Context: an optimization exercise on an open-source flow, tuned for small area and a short achievable clock period. The choices shown serve that exercise and are no tape-out recipe.
The RTL was checked by simulation tests, not by an equivalence proof against the original design.

job 2729:
==> flow/design.v (excerpt) <==
module key_expansion
#(
    parameter int NR = key_expansion_pkg::NR_DEFAULT
) (
    input  logic            clk,
    input  logic            rst_n,
    input  logic            start_in,
    input  logic [31:0]     K0_in,
    input  logic [31:0]     K1_in,
    input  logic [31:0]     K2_in,
    input  logic [31:0]     K3_in,
    input  logic            ready_in,
    output logic [31:0]     D0_out,
    output logic [31:0]     D1_out,
    output logic [31:0]     D2_out,
    output logic [31:0]     D3_out,
    output logic            valid_out,
    output logic [3:0]      round_out,
    output logic            busy_out,
    output logic            done_out
);
clock: 17.0 ns
lec_check: 0
cap_margin: 20
core_margin: 2
core_utilization: 40
slew_margin: 20
standard.sh (not shown) runs the stock make flow with config.mk's settings and CLKGATE_MAP_FILE= SYNTH_SCRIPT=/design/flow/synth_recipe.tcl, a recipe that flattens the netlist after the stock synthesis.
==> flow/flow/run.sh <==
#!/bin/bash
# Layout flow: the standard ORFS flow (standard.sh), with extra make variables from
# flow/make_args.txt (one VAR=value per line) and, if flow/abc.script exists, that ABC
# script in place of ORFS's abc_speed.script and abc_area.script (a copy of ORFS's scripts folder is used).
# Each ORFS step writes its own log under orfs/logs/; make's output goes to make.log.
set -euo pipefail
HERE=$(pwd)
ARGS=()
if [[ -f flow/abc.script ]]; then
  rm -rf "$HERE/scripts"
  cp -r "$FLOW_HOME/scripts" "$HERE/scripts"
  cp flow/abc.script "$HERE/scripts/abc_speed.script"
  cp flow/abc.script "$HERE/scripts/abc_area.script"
  ARGS+=("SCRIPTS_DIR=$HERE/scripts")
fi
if [[ -f flow/make_args.txt ]]; then
  while IFS= read -r line; do
    [[ -n "$line" && "$line" != \#* ]] && ARGS+=("$line")
  done < flow/make_args.txt
fi
echo "make args: ${ARGS[*]}" > make.log
bash standard.sh "${ARGS[@]}" finish >> make.log 2>&1
==> flow/flow/make_args.txt <==
ABC_AREA=1
CORE_UTILIZATION=60
SETUP_SLACK_MARGIN=12.5
BUFFER_PORTS_ARGS=-buffer_cell sky130_fd_sc_hd__buf_2
Job 2729 finished all stages; the layout is clean.
diff inputs: job 2729 => job 9236
==> flow/flow/abc.script (new file) <==
strash
dch
map -D 4000
topo
stime -c
buffer -c
upsize -c
dnsize -c
==> flow/flow/make_args.txt <==
ABC_CLOCK_PERIOD_IN_PS=4000
CORE_UTILIZATION=50
SETUP_SLACK_MARGIN=12.5
BUFFER_PORTS_ARGS=-buffer_cell sky130_fd_sc_hd__buf_2
### Flow results
- Timing, DRC, antenna: 0 failures across job 2729 and job 9236
- Summary of job 9236 over job 2729: global-route wire length before repair decreased 27000 um; critical path required time rose 3720 ps.
- Job 9236 ended up with met5 as its top layer used by detailed routing; job 2729 ended up with met4.
- The final instance area of job 9236 is lower than that of job 2729.
- Lower area enclosed by the die boundary among job 2729 and job 9236: job 9236
--- input diff job 9236..job 7590 ---
==> flow/flow/make_args.txt <==
ABC_AREA=1
CORE_UTILIZATION=60
SETUP_SLACK_MARGIN=13.0
BUFFER_PORTS_ARGS=-buffer_cell sky130_fd_sc_hd__buf_2
removed: flow/flow/abc.script
==> run notes <==
Status for job 7590 and job 9236: clean finish in job 9236 only
Status(job 7590) = ERROR, stage = global routing
Delta (job 7590 minus job 9236): number of rows in the core area increased 13%, area after synthesis increased by about 50% relative to the old numbers.
Comparing job 7590 and job 9236, xor and xnor fraction of the mapped netlist area is lower on job 7590.
Job 7590 vs job 9236 — synthesized area divided by synthesized cell count dropped about 26%.
Standard cell area after detailed placement, job 7590 vs job 9236: up by more than a quarter
#### Input delta (job 3346 over job 7590)
==> flow/flow/abc.script (new file) <==
strash
dch
map -D 2600
topo
stime -c
buffer -c
upsize -c
dnsize -c
==> flow/flow/make_args.txt <==
ABC_CLOCK_PERIOD_IN_PS=3000
CORE_UTILIZATION=50
SETUP_SLACK_MARGIN=12.5
BUFFER_PORTS_ARGS=-buffer_cell sky130_fd_sc_hd__buf_2
Findings:
Job 3346 | stages: all done | timing, DRC, antenna: all pass. Compared with job 7590, in job 3346 synthesized instance count moved down; synthesized area now smaller. Job 3346 against job 7590: overall die height went up by 2.8 um; number of distinct standard cells referenced by the synthesized netlist went up by 19; synthesized netlist net count went down by 795. Between job 7590 and job 3346, initial core utilization is lower for job 3346, job 7590 comes in above that. Per the comparison of job 3346 with job 7590, maximum root-to-sink buffer count ~0 delta, per-instance average area after synthesis +1.1 um2, adder-cell area share of the yosys netlist ~0 delta, floorplan die width +2.8 um, number of placed instances with taps included -22%.
Input-level comparison between job 211 and job 3346:
==> flow/flow/abc.script <==
strash
dch
map -D 3500
topo
stime -c
buffer -c
upsize -c
dnsize -c
==> flow/flow/make_args.txt <==
ABC_CLOCK_PERIOD_IN_PS=3500
CORE_UTILIZATION=50
SETUP_SLACK_MARGIN=12.5
BUFFER_PORTS_ARGS=-buffer_cell sky130_fd_sc_hd__buf_2
### Flow results
When job 211 is set beside job 3346, its horizontal die dimension turns out to be 11% smaller.
Job 3346 vs job 211, cell at the slowest stage of the critical path: sky130_fd_sc_hd__dfxtp_4 vs sky130_fd_sc_hd__dfxtp_1
Global-route wire length before repair on job 211 is ahead of job 3346.
Going from job 3346 to job 211, the detailed-routed wire length on met3 was found to have gone down by 240 um.
Setup slack: job 211 less than job 3346
Job 211 vs job 3346, global-route total usage across every layer went up by 0.60 points.


Setup of lagoon:
key_expansion, a different RTL version from the one above (not shown whole).
Size: about 1,600 cells after synthesis, about 130 flip-flops, ~12,000 um2 of cells after synthesis.
Settings: LEC_CHECK=0, CAP_MARGIN=20, CORE_MARGIN=2, CORE_UTILIZATION=40, SLEW_MARGIN=20; clock period 17.0 ns.
==> flow/flow/abc.script <==
strash
dch
map -D 2800
topo
stime -c
buffer -c
upsize -c
dnsize -c
==> flow/flow/make_args.txt <==
ABC_CLOCK_PERIOD_IN_PS=2800
CORE_UTILIZATION=50
SETUP_SLACK_MARGIN=12.35
BUFFER_PORTS_ARGS=-buffer_cell sky130_fd_sc_hd__buf_1
CTS_ARGS=-sink_clustering_enable -repair_clock_nets -buf_list sky130_fd_sc_hd__clkbuf_8 -dont_use_dummy_load
Scripts as last shown in full above: flow/flow/run.sh
Having completed the whole flow, lagoon delivered a layout that passed the timing, design-rule and antenna checks.
Edits applied to the flow inputs when going from lagoon to violet:
==> flow/flow/abc.script <==
strash
dch
map -D 3000
topo
stime -c
buffer -c
upsize -c
dnsize -c
==> flow/flow/make_args.txt <==
ABC_CLOCK_PERIOD_IN_PS=3000
CORE_UTILIZATION=30
SETUP_SLACK_MARGIN=12.5
BUFFER_PORTS_ARGS=-buffer_cell sky130_fd_sc_hd__buf_1
CTS_BUF_LIST=sky130_fd_sc_hd__clkbuf_8
Findings:
- lagoon → violet: placed cell count now sits higher; cell area after technology mapping now sits lower; placement-stage worst setup slack now sits lower.
- Looking at remaining max-slew budget at the tightest pin, violet sits 15 points above lagoon.
- Sort lagoon and violet by final RePlAce weighted congestion, descending, and lagoon comes first.
- Die area | violet > lagoon
- Delta (violet minus lagoon): setup clock skew after layout -0.0082 ns; share of the clock period used by the worst path after layout lower.
- The end point of the critical path comes out valid_out in one run and D3_out[18] in the other, namely in violet and lagoon respectively.
- Topmost layer with routed signal wires: met4 -> violet, met5 -> lagoon
--- input diff violet..cedar ---
==> flow/flow/make_args.txt <==
ABC_CLOCK_PERIOD_IN_PS=3000
CORE_UTILIZATION=50
SETUP_SLACK_MARGIN=12.65
BUFFER_PORTS_ARGS=-buffer_cell sky130_fd_sc_hd__buf_1
CTS_BUF_LIST=sky130_fd_sc_hd__clkbuf_8
--- outcome ---
- In cedar the layout buffer count excluding clock buffers turned out about 50% higher than in violet.
- cedar vs. violet: cell count after placement went down by about 10%.
- Flip-flop and latch share of the layout cell area ends up lower on cedar.
- Sort violet and cedar by fraction of met1 tracks used by global routing, ascending, and violet comes first.
- Final cycle utilization of the critical path essentially unchanged between violet and cedar.
- In the reports for violet and cedar, the larger buffers inserted during post-CTS setup optimization belongs to cedar.
--- input diff cedar..willow ---
==> flow/flow/make_args.txt <==
ABC_CLOCK_PERIOD_IN_PS=3000
CORE_UTILIZATION=50
SETUP_SLACK_MARGIN=12.5
BUFFER_PORTS_ARGS=-buffer_cell sky130_fd_sc_hd__buf_1
CTS_BUF_LIST=sky130_fd_sc_hd__clkbuf_8
PLACE_DENSITY=0.75
--- outcome ---
| slack of the critical path | lower: cedar |. Between willow and cedar, it is willow whose slew at the pin closest to its max-slew limit is lower, by 0.056 ns. Of willow and cedar, cedar shows the higher period utilization, with willow below it. Comparing willow and cedar, the higher design area was measured on cedar. willow went all the way through synthesis, placement and routing and the layout is clean on timing, DRC and antenna. Of willow and cedar, cedar shows the higher number of non-clock inverters in the layout, with willow below it. Reported for willow and cedar, die height turned out identical to the last digit. Hold slack: willow < cedar. Measured against each other, willow and cedar differ in count of cells along the worst register-to-register path, the higher figure coming from cedar.
Relative to willow, the following input files were edited for amber:
==> flow/flow/abc.script <==
strash
dch
amap
topo
stime -c
buffer -c
upsize -c
dnsize -c
==> flow/flow/make_args.txt <==
ABC_CLOCK_PERIOD_IN_PS=3000
CORE_UTILIZATION=50
SETUP_SLACK_MARGIN=12.35
BUFFER_PORTS_ARGS=-buffer_cell sky130_fd_sc_hd__buf_1
CTS_ARGS=-sink_clustering_enable -repair_clock_nets -buf_list sky130_fd_sc_hd__clkbuf_8 -dont_use_dummy_load
--- outcome ---
Relative to willow, proportion of synthesized area in mux cells has decreased by 2.8 points in amber. Per the comparison of amber with willow, multi-input gate share of total cell area -2.5 points, cell area now larger. amber vs willow: filler cell count in the final layout down in amber. In amber, fraction of standard cell area that is sequential is lower than in willow. Start point of the critical path: valid_q -> willow, w3_q[7] -> amber. As far as flip-flop and latch count is concerned, willow and amber perform about the same.

-- port drivers added, routing unchanged --
Ports are ideal in the flow. The routed layouts listed here were re-timed in OpenROAD. Step 1 sets driving cells, clkbuf_16 on the clock port and buf_2 on the other inputs (assumed; they add their load-dependent delay and slew). Step 2 adds t to the input delays and takes it off the output delays; t is the mean of the earliest and latest rising clock arrival at the registers after step 1. Input paths then give back, and output paths get back, about the clock's delay inside the block. Slacks: ideal / step 1 / step 2; pairs: ideal / step 1.
| run | t (ns) | setup WS [ns] | hold WS [ns] | slew at the worst register clock pin (ns) |
|---|---|---|---|---|
| job 2729 | 0.495 | 12.518 / 12.465 / 12.138 | 0.494 / 0.494 / 0.494 | 0.07 / 0.07 |
| job 9236 | 0.481 | 12.135 / 12.135 / 12.077 | 0.512 / 0.512 / 0.512 | 0.07 / 0.07 |
| job 3346 | 0.500 | 12.514 / 12.458 / 12.119 | 0.508 / 0.508 / 0.508 | 0.07 / 0.07 |
| job 211 | 0.489 | 12.189 / 12.189 / 11.944 | 0.503 / 0.503 / 0.503 | 0.07 / 0.07 |
| lagoon | 0.495 | 12.397 / 12.349 / 11.930 | 0.607 / 0.607 / 0.607 | 0.10 / 0.10 |
| violet | 0.518 | 12.457 / 12.414 / 12.052 | 0.613 / 0.613 / 0.613 | 0.10 / 0.10 |
| cedar | 0.506 | 12.456 / 12.409 / 12.081 | 0.640 / 0.640 / 0.640 | 0.10 / 0.10 |
| willow | 0.508 | 12.482 / 12.428 / 11.920 | 0.619 / 0.619 / 0.619 | 0.09 / 0.09 |
| amber | 0.513 | 11.985 / 11.985 / 11.886 | 0.609 / 0.609 / 0.609 | 0.10 / 0.10 |
After both steps every run listed still meets setup and hold. The setup slack of willow, which loses most, moves by -0.054 ns with the drivers and by -0.562 ns with both steps.
